Background: an optimization exercise with open tools, aiming at a short achievable clock period and few clock cycles. Do not read the settings as production practice. Only simulation tests tie the RTL to the original design; equivalence was not proved. Power is estimated from default activity; no workload was simulated.

$ cat run.sh
#!/bin/bash
# synth_recipe.tcl (not shown) runs the flow's synth.tcl, then flattens the netlist and writes it again
# the make line also repeats each setting of config.mk as NAME=value (left out here)
make -C /OpenROAD-flow-scripts/flow DESIGN_CONFIG=/design/flow/config.mk WORK_HOME=/design/flow/orfs CLKGATE_MAP_FILE= SYNTH_SCRIPT=/design/flow/synth_recipe.tcl finish
$ cat config.mk
export PLATFORM = sky130hd
export DESIGN_NAME = icache_ctrl
export DESIGN_NICKNAME = icache_ctrl
export VERILOG_FILES = /design/flow/design.v
export SDC_FILE = /design/flow/constraint.sdc
export NUM_CORES = 4
export LEC_CHECK = 0
export ABC_CLOCK_PERIOD_IN_PS = 3000
export CAP_MARGIN = 20
export CORE_MARGIN = 2
export CORE_UTILIZATION = 40
export PLACE_DENSITY = 0.5
export SETUP_SLACK_MARGIN = 4.8
export SLEW_MARGIN = 20
$ cat constraint.sdc
create_clock -name core_clock -period 8.0 [get_ports {clk}]
set_input_delay 1.6000 -clock core_clock [delete_from_list [all_inputs] [get_ports {clk}]]
set_output_delay 1.6000 -clock core_clock [all_outputs]
set_load 0.01 [all_outputs]
$ cat design.v
module icache_ctrl #(
  parameter int RAM_AW = 10,
  parameter int DATA_W = 32,
  parameter int CPU_AW = 18
) (
  input  logic              clk,
  input  logic              rst_n,
  input  logic              cpu_req,
  input  logic [CPU_AW-1:0] cpu_addr,
  output logic              cpu_ready,
  output logic              cpu_rvalid,
  output logic [DATA_W-1:0] cpu_rdata,
  input  logic              inv,
  output logic              ram_wr_en,
  output logic [RAM_AW-1:0] ram_wr_addr,
  output logic [DATA_W-1:0] ram_wr_data,
  output logic [RAM_AW-1:0] ram_rd_addr,
  input  logic [DATA_W-1:0] ram_rd_data,
  output logic              mem_req,
  output logic [CPU_AW-1:0] mem_addr,
  input  logic              mem_gnt,
  input  logic              mem_rvalid,
  input  logic [DATA_W-1:0] mem_rdata,
  output logic [15:0]       stat_hit_cnt,
  output logic [15:0]       stat_miss_cnt
);
  localparam int TAG_W     = CPU_AW - RAM_AW;
  localparam int IDX_W     = RAM_AW - 2;
  localparam int LINE_W    = CPU_AW - 2;
  localparam int NUM_LINES = 1 << IDX_W;
  localparam int LO_W      = IDX_W / 2;           
  localparam int HI_W      = IDX_W - LO_W;
  localparam int NGRP      = 1 << HI_W;
  localparam int NLO       = 1 << LO_W;
  localparam int RQ  = 64;
  localparam int RQW = 6;
  localparam int FQ  = 16;
  localparam int FQW = 4;
  logic [NUM_LINES-1:0] valid_q;
  logic [TAG_W-1:0]     tag_mem [NUM_LINES];
  logic                 ready_q;
  logic [RQW:0]         occ_q;           
  logic [RQW-1:0]       rq_tail_q, rq_head_q, rq_wp_q;    
  logic [RQ-1:0]        head_oh;                         
  logic                 s1_v;
  logic [CPU_AW-1:0]    s1_addr;
  logic [RQW-1:0]       s1_slot;
  logic [NLO-1:0]       s1_lo_oh;          
  logic                 s2_v;
  logic [CPU_AW-1:0]    s2_addr;
  logic [RQW-1:0]       s2_slot;
  logic [RQ-1:0]        s2_slot_oh;
  logic                 s3_v, s3_have, s3_bv;
  logic [RQW-1:0]       s3_slot;
  logic [RQ-1:0]        s3_slot_oh;
  logic [FQW-1:0]       s3_ws;
  logic [1:0]           s3_word;
  logic [DATA_W-1:0]    s3_d;
  logic                 inv_clr;           
  logic [NGRP-1:0]      s2_cm;             
  logic [NGRP-1:0]      s2_hi_oh;          
  logic [NLO-1:0]       s2_lo_oh;
  logic                 s2_e1i, s2_e1t;    
  logic                 s2_e2i, s2_e2t;    
  logic [FQ-1:0]        s2_dm;             
  logic                 s2_alt;            
  logic [DATA_W-1:0]    s2_alt_d;          
  logic                 w1_v;
  logic [IDX_W-1:0]     w1_idx;
  logic [NGRP-1:0]      w1_hi_oh;
  logic [NLO-1:0]       w1_lo_oh;    
  logic [TAG_W-1:0]     w1_tag;
  logic [FQ-1:0]        w1_slot_oh;
  logic [4:1]           iv;
  logic [RQ-1:0]        e_dv, e_wt, bv_q;
  logic                 h_dv_q, h_wt_q;      
  logic [FQW-1:0]       h_ws_q;
  logic [1:0]           h_ww_q;
  logic [FQW-1:0]       e_ws [RQ];
  logic [1:0]           e_ww [RQ];
  logic [DATA_W-1:0]    e_d  [RQ];
  logic [FQ-1:0]        f_v, f_sup;
  logic [LINE_W-1:0]    f_line [FQ];
  logic [FQW-1:0]       f_head_q, f_tail_q;
  logic [FQ-1:0]        f_head_oh, f_tail_oh;    
  logic [IDX_W-1:0]     head_idx_q;              
  logic [FQW:0]         f_cnt_q;
  logic                 req_q;           
  logic [LINE_W-1:0]    req_line_q;
  logic                 act_q;           
  logic [1:0]           beat_q;
  logic                 wr_en_q;
  logic [RAM_AW-1:0]    wr_addr_q;
  logic [DATA_W-1:0]    wr_data_q;
  logic [FQW-1:0]       wr_slot_q;
  logic                 rv_q;
  logic [15:0]          hit_cnt, miss_cnt;
  logic                 ready_o, rv_o, wr_en_o, req_o;
  logic [DATA_W-1:0]    rdata_o, wr_data_o;
  logic [RAM_AW-1:0]    wr_addr_o, rd_addr_o;
  logic [15:0]          hit_o, miss_o;
  logic [LO_W-1:0]  s1_lo;
  logic [TAG_W-1:0] s1_tag;
  logic [IDX_W-1:0] s1_idx;
  assign s1_lo  = s1_addr[2 +: LO_W];
  assign s1_tag = s1_addr[CPU_AW-1:RAM_AW];
  assign s1_idx = s1_addr[RAM_AW-1:2];
  logic             c_val [NGRP];
  logic [TAG_W-1:0] c_tag [NGRP];
  always_comb begin
    for (int g = 0; g < NGRP; g++) begin
      logic [NLO-1:0] vcol;
      logic [NLO-1:0] tcol [TAG_W];
      for (int j = 0; j < NLO; j++) begin
        vcol[j] = valid_q[g*NLO + j];
        for (int b = 0; b < TAG_W; b++) tcol[b][j] = tag_mem[g*NLO + j][b];
      end
      c_val[g] = |(vcol & s1_lo_oh);
      for (int b = 0; b < TAG_W; b++) c_tag[g][b] = |(tcol[b] & s1_lo_oh);
    end
  end
  logic [TAG_W-1:0]  s2_tag;
  logic [IDX_W-1:0]  s2_idx;
  logic [HI_W-1:0]   s2_hi;
  logic [1:0]        s2_word;
  assign s2_tag  = s2_addr[CPU_AW-1:RAM_AW];
  assign s2_idx  = s2_addr[RAM_AW-1:2];
  assign s2_hi   = s2_idx[IDX_W-1:LO_W];
  assign s2_word = s2_addr[1:0];
  logic m1, m2, s2_hit, s2_miss;
  assign m1 = w1_v && s2_e1i;
  assign m2 = s2_e2i;
  always_comb begin
    if (m1)      s2_hit = s2_e1t && !iv[2];
    else if (m2) s2_hit = s2_e2t && !(iv[2] || iv[3]);
    else         s2_hit = |(s2_cm & s2_hi_oh) && !(iv[2] || iv[3] || iv[4]);
  end
  assign s2_miss = s2_v && !s2_hit;
  logic [FQ-1:0]  dep_vec;
  logic           dep_any;
  logic [FQW-1:0] dep_slot;
  always_comb begin
    if (m1) dep_vec = w1_slot_oh;
    else    dep_vec = s2_dm & f_v;
    dep_any  = |dep_vec;
    dep_slot = '0;
    for (int s = 0; s < FQ; s++)
      if (dep_vec[s]) dep_slot = dep_slot | FQW'(s);
  end
  logic dep_done;
  logic dep_cur;   
  assign dep_cur  = act_q && |(dep_vec & f_head_oh);
  assign dep_done = dep_cur && (beat_q > s2_word);
  logic s2_have;   
  assign s2_have = s2_hit && (!dep_any || dep_done);
  logic [DATA_W-1:0] s2_d;
  assign s2_d = s2_alt ? s2_alt_d : ram_rd_data;
  logic s2_bv;
  assign s2_bv = s2_hit && dep_cur && (beat_q == s2_word);
  logic [FQW-1:0] s2_ws;
  assign s2_ws = s2_miss ? f_tail_q : dep_slot;
  logic [RQ-1:0] cap_vec, s3w_vec, bv_n;
  logic              s3_cap, s3_dv, s3_wt, s3_bvn;
  logic [DATA_W-1:0] s3_dd;
  assign s3_cap = s3_bv && wr_en_q;
  assign s3_dv  = s3_have || s3_cap;
  assign s3_wt  = !s3_dv;
  assign s3_dd  = s3_cap ? wr_data_q : s3_d;
  assign s3_bvn = s3_wt && act_q && (s3_ws == f_head_q) && (s3_word == beat_q);
  always_comb begin
    for (int i = 0; i < RQ; i++) begin
      cap_vec[i] = bv_q[i] && wr_en_q;
      s3w_vec[i] = s3_v && s3_slot_oh[i];
      bv_n[i]    = s3w_vec[i] ? s3_bvn
                 : (e_wt[i] && !cap_vec[i] && act_q && (e_ws[i] == f_head_q) && (e_ww[i] == beat_q));
    end
  end
  logic [DATA_W-1:0] h_d;
  logic [RQ-1:0] d_col [DATA_W];
  always_comb begin
    for (int b = 0; b < DATA_W; b++) begin
      for (int i = 0; i < RQ; i++) d_col[b][i] = e_d[i][b];
      h_d[b] = |(head_oh & d_col[b]);
    end
  end
  logic h_v, cap_head, beat_head, resp;
  assign h_v       = (rq_head_q != rq_wp_q);
  assign cap_head  = h_wt_q && wr_en_q && (wr_slot_q == h_ws_q) && (wr_addr_q[1:0] == h_ww_q);
  assign beat_head = h_wt_q && act_q && (f_head_q == h_ws_q) && (beat_q == h_ww_q);
  assign resp      = h_v && (h_dv_q || cap_head || (beat_head && mem_rvalid));
  logic [RQ-1:0] head_n_oh;
  logic [RQW-1:0] head_n;
  assign head_n_oh = resp ? {head_oh[RQ-2:0], head_oh[RQ-1]} : head_oh;
  assign head_n    = resp ? rq_head_q + RQW'(1) : rq_head_q;
  logic s3w_h0, s3w_h1;      
  assign s3w_h0 = s3_v && (s3_slot == rq_head_q);
  assign s3w_h1 = s3_v && (s3_slot == rq_head_q + RQW'(1));
  logic           hq_dv0, hq_wt0, hq_dv1, hq_wt1;
  logic [FQW-1:0] hq_ws0, hq_ws1;
  logic [1:0]     hq_ww0, hq_ww1;
  logic [RQ-1:0] hp1_oh;
  assign hp1_oh = {head_oh[RQ-2:0], head_oh[RQ-1]};
  logic [RQ-1:0] ws_col [FQW];
  logic [RQ-1:0] ww_col [2];
  always_comb begin
    for (int b = 0; b < FQW; b++)
      for (int i = 0; i < RQ; i++) ws_col[b][i] = e_ws[i][b];
    for (int b = 0; b < 2; b++)
      for (int i = 0; i < RQ; i++) ww_col[b][i] = e_ww[i][b];
  end
  logic cap0, cap1;
  assign cap0   = wr_en_q && |(head_oh & bv_q);
  assign cap1   = wr_en_q && |(hp1_oh & bv_q);
  assign hq_dv0 = |(head_oh & e_dv) || cap0;
  assign hq_wt0 = |(head_oh & e_wt) && !cap0;
  assign hq_dv1 = |(hp1_oh & e_dv) || cap1;
  assign hq_wt1 = |(hp1_oh & e_wt) && !cap1;
  always_comb begin
    for (int b = 0; b < FQW; b++) begin
      hq_ws0[b] = |(head_oh & ws_col[b]);
      hq_ws1[b] = |(hp1_oh & ws_col[b]);
    end
    for (int b = 0; b < 2; b++) begin
      hq_ww0[b] = |(head_oh & ww_col[b]);
      hq_ww1[b] = |(hp1_oh & ww_col[b]);
    end
  end
  logic           h_dv_n, h_wt_n, s3w_hn;
  logic [FQW-1:0] h_ws_n;
  logic [1:0]     h_ww_n;
  assign s3w_hn = resp ? s3w_h1 : s3w_h0;
  assign h_dv_n = s3w_hn ? s3_dv   : (resp ? hq_dv1 : hq_dv0);
  assign h_wt_n = s3w_hn ? s3_wt   : (resp ? hq_wt1 : hq_wt0);
  assign h_ws_n = s3w_hn ? s3_ws   : (resp ? hq_ws1 : hq_ws0);
  assign h_ww_n = s3w_hn ? s3_word : (resp ? hq_ww1 : hq_ww0);
  logic beat_in, last_beat, alloc;
  logic [FQW-1:0] head_p1;
  assign beat_in   = act_q && mem_rvalid;
  assign last_beat = beat_in && (beat_q == 2'd3);
  assign alloc     = s2_miss;
  assign head_p1   = f_head_q + FQW'(1);
  logic [FQ-1:0]     fh1_oh;
  logic [LINE_W-1:0] fl_h0, fl_h1;
  logic [FQ-1:0]     fl_col [LINE_W];
  assign fh1_oh = {f_head_oh[FQ-2:0], f_head_oh[FQ-1]};
  always_comb begin
    for (int b = 0; b < LINE_W; b++) begin
      for (int s = 0; s < FQ; s++) fl_col[b][s] = f_line[s][b];
      fl_h0[b] = |(f_head_oh & fl_col[b]);
      fl_h1[b] = |(fh1_oh & fl_col[b]);
    end
  end
  logic req_n;
  always_comb begin
    req_n = req_q;
    if (req_q) begin
      if (mem_gnt) req_n = 1'b0;
    end else if (act_q) begin
      if (last_beat) req_n = |(f_v & fh1_oh);
    end else begin
      req_n = |(f_v & f_head_oh);
    end
  end
  logic acc, ready_n;
  assign acc     = cpu_req && ready_q;
  assign ready_n = (occ_q <= (RQW+1)'(RQ - 3)) && (f_cnt_q <= (FQW+1)'(FQ - 5));
  logic [15:0] hit_n, miss_n;
  always_comb begin
    hit_n  = hit_cnt;
    miss_n = miss_cnt;
    if (s2_v && s2_hit && (hit_cnt != 16'hFFFF)) hit_n  = hit_cnt + 16'd1;
    if (s2_miss && (miss_cnt != 16'hFFFF))       miss_n = miss_cnt + 16'd1;
  end
  always_ff @(posedge clk or negedge rst_n) begin
    if (!rst_n) begin
      valid_q   <= '0;
      ready_q   <= 1'b1;
      occ_q     <= '0;
      rq_tail_q <= '0;
      rq_head_q <= '0;
      rq_wp_q   <= '0;
      head_oh   <= RQ'(1);
      s1_v      <= 1'b0;
      s2_v      <= 1'b0;
      s3_v      <= 1'b0;
      w1_v      <= 1'b0;
      iv        <= '0;
      e_dv      <= '0;
      e_wt      <= '0;
      bv_q      <= '0;
      h_dv_q    <= 1'b0;
      h_wt_q    <= 1'b0;
      h_ws_q    <= '0;
      h_ww_q    <= '0;
      wr_slot_q <= '0;
      wr_addr_q <= '0;
      wr_data_q <= '0;
      f_v       <= '0;
      f_sup     <= '0;
      f_head_q  <= '0;
      f_tail_q  <= '0;
      f_head_oh <= FQ'(1);
      f_tail_oh <= FQ'(1);
      f_cnt_q   <= '0;
      req_q     <= 1'b0;
      act_q     <= 1'b0;
      beat_q    <= 2'd0;
      wr_en_q   <= 1'b0;
      rv_q      <= 1'b0;
      hit_cnt   <= 16'd0;
      miss_cnt  <= 16'd0;
    end else begin
      occ_q   <= occ_q + (acc ? 1 : 0) - (rv_q ? 1 : 0);
      ready_q <= ready_n;
      if (acc) rq_tail_q <= rq_tail_q + RQW'(1);
      s1_v <= acc;
      s2_v <= s1_v;
      s3_v <= s2_v;
      iv   <= {iv[3:1], inv};
      if (inv_clr) valid_q <= '0;
      for (int g = 0; g < NGRP; g++)
        for (int j = 0; j < NLO; j++)
          if (w1_hi_oh[g] && w1_lo_oh[j]) valid_q[g*NLO + j] <= 1'b1;
      w1_v <= alloc;
      for (int i = 0; i < RQ; i++)
        if (cap_vec[i]) begin
          e_wt[i] <= 1'b0;
          e_dv[i] <= 1'b1;
        end
      if (s3_v) begin
        for (int i = 0; i < RQ; i++)
          if (s3_slot_oh[i]) begin
            e_dv[i] <= s3_dv;
            e_wt[i] <= s3_wt;
          end
        rq_wp_q <= rq_wp_q + RQW'(1);
      end
      bv_q <= bv_n;
      wr_slot_q <= f_head_q;
      wr_addr_q <= {head_idx_q, beat_q};
      wr_data_q <= mem_rdata;
      rv_q <= resp;
      rq_head_q <= head_n;
      head_oh   <= head_n_oh;
      h_dv_q    <= h_dv_n;
      h_wt_q    <= h_wt_n;
      h_ws_q    <= h_ws_n;
      h_ww_q    <= h_ww_n;
      if (alloc) begin
        for (int s = 0; s < FQ; s++)
          if (dep_vec[s]) f_sup[s] <= 1'b1;
        f_v[f_tail_q]   <= 1'b1;
        f_sup[f_tail_q] <= 1'b0;
        f_tail_q <= f_tail_q + FQW'(1);
        f_tail_oh <= {f_tail_oh[FQ-2:0], f_tail_oh[FQ-1]};
      end
      if (last_beat) begin
        f_v[f_head_q] <= 1'b0;
        f_head_q <= head_p1;
        f_head_oh <= {f_head_oh[FQ-2:0], f_head_oh[FQ-1]};
      end
      f_cnt_q <= f_cnt_q + (w1_v ? 1 : 0) - (last_beat ? 1 : 0);    
      req_q <= req_n;
      if (req_q && mem_gnt) act_q <= 1'b1;
      else if (last_beat)   act_q <= 1'b0;
      if (beat_in) beat_q <= beat_q + 2'd1;
      wr_en_q <= beat_in;
      hit_cnt  <= hit_n;
      miss_cnt <= miss_n;
    end
  end
  always_ff @(posedge clk) begin
    if (acc) begin
      s1_addr <= cpu_addr;
      s1_slot <= rq_tail_q;
      for (int j = 0; j < NLO; j++) s1_lo_oh[j] <= (cpu_addr[2 +: LO_W] == LO_W'(j));
    end
    s2_addr <= s1_addr;
    s2_slot <= s1_slot;
    for (int i = 0; i < RQ; i++) s2_slot_oh[i] <= (s1_slot == RQW'(i));
    for (int g = 0; g < NGRP; g++) begin
      s2_cm[g]    <= c_val[g] && (c_tag[g] == s1_tag);
      s2_hi_oh[g] <= (s1_addr[2+LO_W +: HI_W] == HI_W'(g));
    end
    s2_lo_oh <= s1_lo_oh;
    s2_e1i <= (s1_idx == s2_idx);
    s2_e1t <= (s1_tag == s2_tag);
    s2_e2i <= w1_v && (w1_idx == s1_idx);
    s2_e2t <= (w1_tag == s1_tag);
    for (int s = 0; s < FQ; s++)
      s2_dm[s] <= f_v[s] && !f_sup[s] && (f_line[s][IDX_W-1:0] == s1_idx);
    if (beat_in && ({head_idx_q, beat_q} == s1_addr[RAM_AW-1:0])) begin
      s2_alt   <= 1'b1;
      s2_alt_d <= mem_rdata;
    end else begin
      s2_alt   <= wr_en_q && (wr_addr_q == s1_addr[RAM_AW-1:0]);
      s2_alt_d <= wr_data_q;
    end
    w1_idx  <= s2_idx;
    w1_tag  <= s2_tag;
    w1_slot_oh <= f_tail_oh;
    w1_hi_oh <= alloc ? s2_hi_oh : '0;
    w1_lo_oh <= s2_lo_oh;
    for (int g = 0; g < NGRP; g++)
      for (int j = 0; j < NLO; j++)
        if (w1_hi_oh[g] && w1_lo_oh[j]) tag_mem[g*NLO + j] <= w1_tag;
    for (int i = 0; i < RQ; i++)
      if (cap_vec[i]) e_d[i] <= wr_data_q;
    if (s3_v) begin
      for (int i = 0; i < RQ; i++)
        if (s3_slot_oh[i]) begin
          e_d[i]  <= s3_dd;
          e_ws[i] <= s3_ws;
          e_ww[i] <= s3_word;
        end
    end
    s3_slot    <= s2_slot;
    s3_slot_oh <= s2_slot_oh;
    s3_have    <= s2_have;
    s3_bv      <= s2_bv;
    s3_ws      <= s2_ws;
    s3_word    <= s2_word;
    s3_d       <= s2_d;
    inv_clr    <= iv[2];
    if (alloc) f_line[f_tail_q] <= s2_addr[CPU_AW-1:2];
    req_line_q <= (act_q && last_beat) ? fl_h1 : fl_h0;
    ready_o   <= ready_n;
    rv_o      <= resp;
    wr_en_o   <= beat_in;
    req_o     <= req_n;
    hit_o     <= hit_n;
    miss_o    <= miss_n;
    wr_addr_o <= {head_idx_q, beat_q};
    if (alloc && (f_tail_q == (last_beat ? head_p1 : f_head_q))) head_idx_q <= s2_idx;
    else head_idx_q <= last_beat ? fl_h1[IDX_W-1:0] : fl_h0[IDX_W-1:0];
    wr_data_o <= mem_rdata;
    rd_addr_o <= cpu_addr[RAM_AW-1:0];    
    if (h_dv_q)        rdata_o <= h_d;
    else if (cap_head) rdata_o <= wr_data_q;
    else               rdata_o <= mem_rdata;
  end
  assign cpu_ready   = ready_o;
  assign cpu_rvalid  = rv_o;
  assign cpu_rdata   = rdata_o;
  assign ram_wr_en   = wr_en_o;
  assign ram_wr_addr = wr_addr_o;
  assign ram_wr_data = wr_data_o;
  assign ram_rd_addr = rd_addr_o;
  assign mem_req     = req_o;
  assign mem_addr    = {req_line_q, 2'b00};
  assign stat_hit_cnt  = hit_o;
  assign stat_miss_cnt = miss_o;
endmodule
==> results of run 1 <==
==> flip-flops by register name, summed over array words and instances (netlist names), 18 cells and up <==
| register | flops |
|---|---|
| e_d | 2048 |
| valid_q | 256 |
| s2_addr | 18 |
| wr_data_q | 32 |
| wr_data_o | 32 |
| head_oh | 64 |
| s1_addr | 18 |
| e_ws | 256 |
| e_ww | 128 |
| bv_q | 64 |
| e_dv | 64 |
| tag_mem | 2048 |
| rdata_o | 32 |
| e_wt | 64 |
| s2_alt_d | 32 |
| f_line | 256 |
| s2_slot_oh | 64 |
| s3_slot_oh | 64 |
| s3_d | 32 |
==> power groups by stage <==
stage	Combinational (mW)	Sequential (mW)	Clock, mW
floorplan	3.30	36.3	0
global placement	5.32	36.9	0
detailed placement	5.41	37.0	0
CTS	5.70	36.3	31.5
global route	6.25	36.6	32.7
finish	5.82	36.4	31.4
==> metal layers <==
metal	share of wire, %	wire length (µm)	track usage (%)
met1	37	482000	50.1
met2	42	542000	57.7
met3	12	158000	12.7
met4	8.6	111000	27.7
met5	0.049	637	0.412
==> area by class of cell <==
| type | instances | area, µm² |
|---|---|---|
| Timing Repair inverter | 2 | 17.5 |
| Fill cell | 56065 | 333000 |
| Clock inverter | 205 | 2220 |
| Clock buffer | 1021 | 19700 |
| Timing Repair Buffer | 951 | 9650 |
| Antenna cell | 119 | 298 |
| Sequential cell | 5999 | 151000 |
| Tap cell | 8148 | 10200 |
| Inverter | 101 | 872 |
| Multi-Input combinational cell | 12850 | 91300 |
==> through the flow <==
stage / area (µm²) / utilization (%) / power (mW)
finish: 286000 / 46.2 / 73.6
global route: 285000 / 46.2 / 75.5
CTS: 284000 / 45.9 / 73.5
detailed placement: 259000 / 41.8 / 42.4
global placement: 259000 / 41.8 / 42.2
floorplan: 248000 / - / 39.6
==> worst max-delay path by stage <==
stage                         from                     to  slack, ns  depth (start not counted)
2_1_floorplan           mem_rvalid   f_cnt_q[4]$_DFF_PN0_       4.66                         15
3_3_place_gp            mem_rvalid  head_idx_q[0]$_DFF_P_       3.07                         11
3_5_place_dp            mem_rvalid  head_idx_q[0]$_DFF_P_       3.15                         11
4_1_cts        rdata_o[10]$_DFF_P_          cpu_rdata[10]       4.66                          1
5_1_grt        rdata_o[10]$_DFF_P_          cpu_rdata[10]       4.70                          1
6_report         wr_en_q$_DFF_PN0_     bv_q[24]$_DFF_PN0_       4.51                          7
==> critical path, cell delays in order (launching register included) <==
cell     delay [ns]
dfrtp_4        0.58
buf_16         0.19
buf_12         0.16
nand2_4        0.69
nand4_1        0.40
nor4_1         0.85
nand4_1        0.31
o21ai_0        0.17
==> timing repair <==
| action | in CTS | in global routing |
|---|---|---|
| buffers inserted | 91 | 47 |
| cloned | 20 | 4 |
| resized for setup | 1043 | 197 |
| pin swaps | 42 | 40 |
| endpoints found under the hold margin | 0 | 0 |
| setup endpoints to repair | 2562 | 928 |
==> placed cells by master, fill, tap and decap left out, types with 107 or more instances in the layout <==
cell type	instances
a21o_1	260
edfxtp_1	2728
clkbuf_1	212
nand3_1	236
xor2_1	430
mux2i_1	2050
a22o_1	1029
buf_6	190
diode_2	119
a22oi_1	884
dfrtp_1	605
clkbuf_16	694
nand2_1	2331
dfxtp_1	2464
o21ai_0	2187
nor2_1	208
and2_1	275
clkbuf_8	118
nand4_1	617
nor3_1	107
a221oi_1	1020
xnor2_1	343
mux2_2	216
buf_4	475
==> logic make-up after synthesis <==
logic type               Yosys count  synth area share (%)
other                              1               0.00151
AND/OR/NAND/NOR                 4132                  7.62
adder cells (fa/ha/maj)           41                 0.213
buffers and inverters           2150                  3.27
multiplexers                    2281                  9.34
XOR/XNOR                         788                  2.78
AO/OA/AOI/OAI                   5603                  15.9
flip-flops                      5999                  60.9
==> impl_metrics.env, run 1 <==
export IMPL_antenna_found_initial=96
export IMPL_p_sw_mw=19.0
export IMPL_synth_area_top_cells="edfxtp_1 33%, dfxtp_1 21%, mux2i_1 8.3%, dfrtp_1 7.2%, o21ai_0 4.4%"
export IMPL_p_per_area_nw_per_um2=258
export IMPL_initial_core_util_pct=40.1
export IMPL_async_flop_share_pct=11.9
export IMPL_finalHoldViolations=0
export IMPL_synth_most_common_cell="edfxtp_1"
export IMPL_num_io_pins=226
export IMPL_rows=289
export IMPL_htreeDepth=6
export IMPL_setup_viol=0
export IMPL_drt_iter0_markers=32764
export IMPL_synth_top_area_cell="edfxtp_1"
export IMPL_ys_warn_count=27
export IMPL_place_ws_ns=3.15
export IMPL_cp_data_required_time_ns=9.03
export IMPL_place_inst=27889
export IMPL_final_antenna_net_count=0
export IMPL_grt_usage_pct=39.7
export IMPL_crit_fanout=19
export IMPL_setup_slack_ns=4.51
export IMPL_drc=0
export IMPL_die_area_um2=626000
export IMPL_synthFlopType="edfxtp_1"
export IMPL_fin_nets=20698
export IMPL_routedWlPerCell_um=44.0
export IMPL_drv_slew=0
export IMPL_grt_pass1_wl_um=1700000
export IMPL_die_h_um=791
export IMPL_period_minus_slack_ns=3.49
export IMPL_dr_pass1_iters=8
export IMPL_worst_pin_slew_ns=1.32
export IMPL_clkSinkCount=5999
export IMPL_timing_rr_start="wr_en_q$_DFF_PN0_"
export IMPL_fin_skew_ns=0.0608
export IMPL_core_area_um2=618000
export IMPL_power_frac_comb_pct=7.9
export IMPL_clockBufferDepth=4
export IMPL_setup_worst_path_end_class="register"
export IMPL_area_growth_pct=15.3
export IMPL_p_int_mw=54.6
export IMPL_synthesis_area_um2=248000
export IMPL_hold_path_cell_count=0
export IMPL_clock_latency_ns=1.17
export IMPL_hold_buffers=0
export IMPL_crit_reg2reg_capture="bv_q[24]$_DFF_PN0_"
export IMPL_grt_max_degree=172
export IMPL_cts_tree="built"
export IMPL_ys_ff_latch=5999
export IMPL_seq_area_frac_synth_pct=60.9
export IMPL_cts_buffers=664
export IMPL_syn_area_per_cell_um2=11.8
export IMPL_r2r_setup_slack_ns=4.51
export IMPL_die_width_um=791
export IMPL_clk_pin_slew_ns=0.06
export IMPL_grt_overflow_total=0
export IMPL_wl_um=1290000
export IMPL_rsz0062_at_grt="yes"
export IMPL_place_gp_congestion=1.05
export IMPL_cts_root_buf="clkbuf_16"
export IMPL_yosys_top_cells_count="2728 x edfxtp_1, 2556 x dfxtp_1, 2410 x nand2_1"
export IMPL_drive_above_1_share_pct=12.5
export IMPL_path_class="register to register"
export IMPL_setup_tns_ns=0
export IMPL_synthDistinctLibCells=68
export IMPL_ir_drop_v=0.000262
export IMPL_synth_top_area_share_pct=33.0
export IMPL_finalNonFillerCells=29396
export IMPL_hp_start="s2_slot_oh[58]$_DFF_P_"
export IMPL_fmax_mhz=286
export IMPL_sw_frac_of_total_pct=25.9
export IMPL_power_frac_clock_pct=42.6
export IMPL_via_count=198073
export IMPL_port_buffers=223
export IMPL_leakagePower_nw=115
export IMPL_whs_ns=0.291
export IMPL_grt_pass1_vias=180313
export IMPL_syn_inst=20995
export IMPL_synth_edf_count=2728
export IMPL_crit_arrival_ns=4.53
export IMPL_hpwl_um=739000
export IMPL_holdCritPathClass="register to register"
export IMPL_hold_path_end="s3_slot_oh[58]$_DFF_P_"
export IMPL_fin_crit_sh_pct=43.7
export IMPL_slew_headroom_pct=11.5
export IMPL_drv_cap=0
export IMPL_outcome="no timing/DRC/antenna violations"
export IMPL_p_seq_share_pct=49.5
export IMPL_vias_per_cell=6.74
export IMPL_reg2reg_depth=7
export IMPL_start_kind="register"
Testbench counts, summed over its fixed seeds: cycles 24,679.
==> inputs of run 2 (changes only) <==
--- a/config.mk
+++ b/config.mk
@@ -8,7 +8,8 @@
 export ABC_CLOCK_PERIOD_IN_PS = 3000
 export CAP_MARGIN = 20
 export CORE_MARGIN = 2
-export CORE_UTILIZATION = 40
-export PLACE_DENSITY = 0.5
+export CORE_UTILIZATION = 45
+export MIN_ROUTING_LAYER = met2
+export PLACE_DENSITY = 0.55
 export SETUP_SLACK_MARGIN = 4.8
 export SLEW_MARGIN = 20
==> impl_metrics.env, run 2 <==
export IMPL_synth_area_top_cells="edfxtp_1 33%, dfxtp_1 21%, mux2i_1 8.3%, dfrtp_1 7.2%, o21ai_0 4.4%"
export IMPL_outcome="aborted with a tool error"
export IMPL_grt_overflow_total=2028
export IMPL_synthesis_area_um2=248000
export IMPL_grt_usage_pct=78.8
export IMPL_seq_area_frac_synth_pct=60.9
export IMPL_ys_warn_count=27
export IMPL_rows=272
export IMPL_synthDistinctLibCells=68
export IMPL_async_flop_share_pct=11.9
export IMPL_clockBufferDepth=4
export IMPL_synthFlopType="edfxtp_1"
export IMPL_hpwl_um=771000
export IMPL_clkSinkCount=5999
export IMPL_synth_top_area_share_pct=33.0
export IMPL_synth_edf_count=2728
export IMPL_grt_pass1_wl_um=2070000
export IMPL_place_gp_congestion=1.13
export IMPL_ys_ff_latch=5999
export IMPL_haltStage="global routing"
export IMPL_syn_area_per_cell_um2=11.8
export IMPL_htreeDepth=6
export IMPL_cts_buffers=654
export IMPL_place_ws_ns=2.80
export IMPL_die_width_um=746
export IMPL_synth_top_area_cell="edfxtp_1"
export IMPL_grt_pass1_vias=292133
export IMPL_port_buffers=223
export IMPL_initial_core_util_pct=45.2
export IMPL_syn_inst=20995
export IMPL_cts_root_buf="clkbuf_16"
export IMPL_die_h_um=746
export IMPL_yosys_top_cells_count="2728 x edfxtp_1, 2556 x dfxtp_1, 2410 x nand2_1"
export IMPL_hold_buffers=0
export IMPL_firstError="[ERROR GRT-0116] Global routing finished with congestion. Check the congestion regions in the DRC Viewer."
export IMPL_num_io_pins=226
export IMPL_synth_most_common_cell="edfxtp_1"
export IMPL_grt_max_degree=175
## run 2: cell counts after synthesis
Identical to the previous run, type by type.
## run 2: cells by family after synthesis
| group | after synthesis | synth area share [%] |
|---|---|---|
| flops | 5999 | 60.9 |
| other cells | 1 | 0.00151 |
| mux | 2281 | 9.34 |
| compound gates | 5603 | 15.9 |
| simple gates | 4132 | 7.62 |
| fa+ha+maj | 41 | 0.213 |
| xor+xnor | 788 | 2.78 |
| buf+inv | 2150 | 3.27 |
## run 2: power by group through the flow
stage	Clock [mW]	Combinational (mW)	Sequential [mW]
2_1_floorplan	0	3.30	36.3
3_3_place_gp	0	5.31	37.0
3_5_place_dp	0	5.39	37.0
4_1_cts	31.0	5.56	36.4
## run 2: how the worst max path moves through the flow
stage	endpoint	slack, ns	cells after the start
CTS	cpu_rdata[0]	4.61	1
detailed placement	h_ws_q[3]$_DFF_PN0_	2.80	10
global placement	h_ws_q[3]$_DFF_PN0_	2.81	10
floorplan	f_cnt_q[4]$_DFF_PN0_	4.66	15
## run 2: what timing repair did
item                       in CTS
pin swaps                      25
hold endpoints to repair        0
buffers inserted              101
setup endpoints to repair    2634
cloned                          9
resized for setup             972
## run 2: routing by layer
metal  overflow  GRT usage [%]
met5        293           63.8
met4        194           58.7
met3       1276           87.8
met2        265           82.7
met1          -              -
## run 2: stage by stage
stage / hold slack, ns / cells / instance area, µm²
floorplan: 0.310 / 20996 / 248000
global placement: 0.310 / 27056 / 258000
detailed placement: 0.312 / 27056 / 258000
CTS: 0.323 / 28367 / 282000
==> inputs of run 3 (changes only) <==
--- a/design.v
+++ b/design.v
@@ -42,6 +42,7 @@
   logic [RQW:0]         occ_q;           
   logic [RQW-1:0]       rq_tail_q, rq_head_q, rq_wp_q;    
   logic [RQ-1:0]        head_oh;                         
+  logic [RQ-1:0]        head_d_oh;                       
   logic                 s1_v;
   logic [CPU_AW-1:0]    s1_addr;
   logic [RQW-1:0]       s1_slot;
@@ -162,17 +163,18 @@
   logic [RQ-1:0] cap_vec, s3w_vec, bv_n;
   logic              s3_cap, s3_dv, s3_wt, s3_bvn;
   logic [DATA_W-1:0] s3_dd;
-  assign s3_cap = s3_bv && wr_en_q;
+  assign s3_cap = s3_bv;
   assign s3_dv  = s3_have || s3_cap;
   assign s3_wt  = !s3_dv;
   assign s3_dd  = s3_cap ? wr_data_q : s3_d;
-  assign s3_bvn = s3_wt && act_q && (s3_ws == f_head_q) && (s3_word == beat_q);
+  assign s3_bvn = s3_wt && act_q && (s3_ws == f_head_q) && (s3_word == beat_q) && mem_rvalid;
   always_comb begin
     for (int i = 0; i < RQ; i++) begin
-      cap_vec[i] = bv_q[i] && wr_en_q;
+      cap_vec[i] = bv_q[i];
       s3w_vec[i] = s3_v && s3_slot_oh[i];
       bv_n[i]    = s3w_vec[i] ? s3_bvn
-                 : (e_wt[i] && !cap_vec[i] && act_q && (e_ws[i] == f_head_q) && (e_ww[i] == beat_q));
+                 : (e_wt[i] && !cap_vec[i] && act_q && (e_ws[i] == f_head_q) && (e_ww[i] == beat_q)
+                    && mem_rvalid);
     end
   end
   logic [DATA_W-1:0] h_d;
@@ -180,7 +182,7 @@
   always_comb begin
     for (int b = 0; b < DATA_W; b++) begin
       for (int i = 0; i < RQ; i++) d_col[b][i] = e_d[i][b];
-      h_d[b] = |(head_oh & d_col[b]);
+      h_d[b] = |(head_d_oh & d_col[b]);
     end
   end
   logic h_v, cap_head, beat_head, resp;
@@ -209,8 +211,8 @@
       for (int i = 0; i < RQ; i++) ww_col[b][i] = e_ww[i][b];
   end
   logic cap0, cap1;
-  assign cap0   = wr_en_q && |(head_oh & bv_q);
-  assign cap1   = wr_en_q && |(hp1_oh & bv_q);
+  assign cap0   = |(head_oh & bv_q);
+  assign cap1   = |(hp1_oh & bv_q);
   assign hq_dv0 = |(head_oh & e_dv) || cap0;
   assign hq_wt0 = |(head_oh & e_wt) && !cap0;
   assign hq_dv1 = |(hp1_oh & e_dv) || cap1;
@@ -417,7 +419,8 @@
     s3_slot    <= s2_slot;
     s3_slot_oh <= s2_slot_oh;
     s3_have    <= s2_have;
-    s3_bv      <= s2_bv;
+    s3_bv      <= s2_bv && mem_rvalid;
+    head_d_oh  <= head_n_oh;
     s3_ws      <= s2_ws;
     s3_word    <= s2_word;
     s3_d       <= s2_d;
--- a/config.mk
+++ b/config.mk
@@ -8,8 +8,7 @@
 export ABC_CLOCK_PERIOD_IN_PS = 3000
 export CAP_MARGIN = 20
 export CORE_MARGIN = 2
-export CORE_UTILIZATION = 45
-export MIN_ROUTING_LAYER = met2
-export PLACE_DENSITY = 0.55
+export CORE_UTILIZATION = 40
+export PLACE_DENSITY = 0.5
 export SETUP_SLACK_MARGIN = 4.8
 export SLEW_MARGIN = 20
==> impl_metrics.env, run 3 <==
export IMPL_outcome="no timing/DRC/antenna violations"
export IMPL_clockBufferDepth=4
export IMPL_cts_tree="built"
export IMPL_synth_top_area_cell="edfxtp_1"
export IMPL_setup_worst_path_end_class="register"
export IMPL_via_count=195552
export IMPL_synthDistinctLibCells=60
export IMPL_port_buffers=223
export IMPL_cp_data_required_time_ns=8.95
export IMPL_wl_um=1270000
export IMPL_synth_top_area_share_pct=32.9
export IMPL_async_flop_share_pct=11.8
export IMPL_die_width_um=793
export IMPL_drv_cap=0
export IMPL_drive_above_1_share_pct=11.4
export IMPL_antenna_found_initial=93
export IMPL_synth_area_top_cells="edfxtp_1 33%, dfxtp_1 21%, mux2i_1 8.2%, dfrtp_1 7.1%, o21ai_0 4.4%"
export IMPL_vias_per_cell=6.63
export IMPL_slew_headroom_pct=12.4
export IMPL_synthesis_area_um2=249000
export IMPL_grt_pass1_vias=177867
export IMPL_holdCritPathClass="register to register"
export IMPL_die_h_um=793
export IMPL_clk_pin_slew_ns=0.06
export IMPL_ys_ff_latch=6063
export IMPL_hpwl_um=738000
export IMPL_syn_inst=21055
export IMPL_crit_arrival_ns=4.30
export IMPL_leakagePower_nw=95.3
export IMPL_fin_skew_ns=0.0720
export IMPL_finalHoldViolations=0
export IMPL_setup_tns_ns=0
export IMPL_path_class="register to register"
export IMPL_place_gp_congestion=1.06
export IMPL_ir_drop_v=0.000295
export IMPL_whs_ns=0.314
export IMPL_grt_pass1_wl_um=1670000
export IMPL_p_per_area_nw_per_um2=259
export IMPL_ys_warn_count=27
export IMPL_finalInstanceArea_um2=283000
export IMPL_syn_area_per_cell_um2=11.8
export IMPL_final_antenna_net_count=0
export IMPL_finalNonFillerCells=29496
export IMPL_period_minus_slack_ns=3.35
export IMPL_initial_core_util_pct=40.2
export IMPL_area_growth_pct=13.9
export IMPL_layout_common_cells="2728 x edfxtp_1, 2468 x dfxtp_1, 2328 x nand2_1"
export IMPL_layout_commonest_cell="edfxtp_1"
export IMPL_seq_area_frac_synth_pct=61.2
export IMPL_cts_buffers=669
export IMPL_clkSinkCount=6063
export IMPL_hold_buffers=0
export IMPL_drt_iter0_markers=30319
export IMPL_clock_latency_ns=1.18
export IMPL_htreeDepth=6
export IMPL_postPlaceCellArea_um2=260000
export IMPL_synth_most_common_cell="edfxtp_1"
export IMPL_top_regs="e_d (2048), tag_mem (2048)"
export IMPL_core_area_um2=620000
export IMPL_setup_viol=0
export IMPL_drv_slew=0
export IMPL_num_io_pins=226
export IMPL_grt_max_degree=191
export IMPL_fin_crit_sh_pct=41.9
export IMPL_rows=289
export IMPL_worst_pin_slew_ns=1.31
export IMPL_grt_overflow_total=0
export IMPL_grt_usage_pct=39.0
export IMPL_cts_root_buf="clkbuf_16"
export IMPL_fin_nets=20689
export IMPL_routedWlPerCell_um=43.2
export IMPL_die_area_um2=628000
export IMPL_rsz0062_at_grt="yes"
export IMPL_drc=0
export IMPL_start_kind="register"
export IMPL_synthFlopType="edfxtp_1"
export IMPL_yosys_top_cells_count="2728 x edfxtp_1, 2620 x dfxtp_1, 2333 x nand2_1"
export IMPL_dr_pass1_iters=14
export IMPL_fmax_mhz=298
export IMPL_place_inst=28112
export IMPL_synth_edf_count=2728
export IMPL_crit_fanout=46
-- run 3: changes by cell type after synthesis, sizes merged, moves of 77 or more --
cell    delta
a22oi     +95
buf      -208
clkbuf   +205
nand2     -77
nor3      +92
a21oi     +79
-- run 3: cell type report --
type / instances / area, µm²
multi-input cells: 12842 / 89100
diodes: 74 / 185
inverters: 107 / 701
clock inverters: 229 / 2270
well taps: 8293 / 10400
flip-flops and latches: 6063 / 153000
fillers: 56176 / 336000
repair buffers: 874 / 7840
repair inverters: 3 / 26.3
clock buffers: 1011 / 19900
-- run 3: stage by stage --
step / setup WS, ns / power, mW / util, %
6_report: 4.65 / 73.5 / 45.7
5_1_grt: 4.67 / 75.4 / 45.7
4_1_cts: 4.64 / 73.5 / 45.6
3_5_place_dp: 2.30 / 42.2 / 41.9
3_3_place_gp: 2.19 / 42.1 / 41.9
2_1_floorplan: 4.41 / 39.6 / -
-- run 3: repair_timing --
action                     4_1_cts  5_1_grt
buffers inserted                54        8
cloned                           7        1
setup endpoints to repair     1771      614
pin swaps                       18        9
resized for setup              806       55
-- run 3: critical path, stage by stage (launching register included) --
cell	delay [ns]
dfrtp_2	0.61
buf_4	0.35
nand2_1	0.37
inv_4	0.69
buf_4	0.81
o21ai_0	0.21
-- run 3: where the power goes --
group,switching [mW],internal [mW]
registers,1.73,34.7
clock network,13.5,18.2
logic,3.55,1.84
-- run 3: worst paths after layout --
| check | from | endpoint | slack, ns | cells past startpoint |
|---|---|---|---|---|
| max | s3_v$_DFF_PN0_ | e_d[2][22]$_DFF_P_ | 4.65 | 5 |
| min | s2_lo_oh[9]$_DFF_P_ | w1_lo_oh[9]$_DFF_P_ | 0.31 | 0 |
| max reg2reg | s3_v$_DFF_PN0_ | e_d[2][22]$_DFF_P_ | 4.65 | 5 |
| min reg2reg | s2_lo_oh[9]$_DFF_P_ | w1_lo_oh[9]$_DFF_P_ | 0.31 | 0 |
| max in group asynchronous | rst_n | wr_data_q[25]$_DFF_PN0_ | 5.82 | 3 |
| min in group asynchronous | rst_n | valid_q[18]$_DFFE_PN0P_ | 0.41 | 1 |
-- run 3: routing by layer --
layer  up-vias  part of all wire [%]  GRT usage (%)
met1     98729                    38           50.2
li1      78153                     -              -
met4        50                   7.9           25.0
met5         -                 0.077          0.650
met2     14533                    42           57.2
met3      4087                    12           11.8
-- run 3: cell families (layout without fill, tap and decap cells) --
kind of cell    after synthesis  after routing  synth area share, %
other cells                   1             76              0.00151
fa+ha+maj                    41             41                0.212
simple gates               4133           4134                 7.73
flops                      6063           6063                 61.2
xor+xnor                    792            792                 2.79
buf+inv                    2153           2224                 3.25
mux                        2230           2230                 9.06
compound gates             5642           5643                 15.8
Testbench counts of run 3, summed over its fixed seeds: cycles 24,679.

==> port drivers added, routing unchanged <==
Ports are ideal in the flow. The routed layouts listed here were re-timed in OpenROAD. Step 1 (the two cells are an assumption about what drives the block):
set clk [get_ports {clk}]
set_driving_cell -lib_cell sky130_fd_sc_hd__clkbuf_16 $clk
set_driving_cell -lib_cell sky130_fd_sc_hd__buf_2 [delete_from_list [all_inputs] $clk]
Step 2 moves the port delays by t, midway between the first and last clock arrival at a register: inputs arrive t later, outputs are due t later. That takes back most of the time a late clock gives input paths. a / b / c = no drivers / after step 1 / after step 2; a / b = the first two.
run | t, ns | slack for setup (ns) | hold WS [ns]
run 1 | 1.280 | 4.507 / 4.507 / 4.073 | 0.291 / 0.291 / 0.291
run 3 | 1.271 | 4.646 / 4.575 / 3.719 | 0.314 / 0.314 / 0.314
After both steps setup and hold are still met in every run listed. For run 3, which loses most, drivers alone change the setup slack by -0.071 ns; drivers and shift together by -0.927 ns.
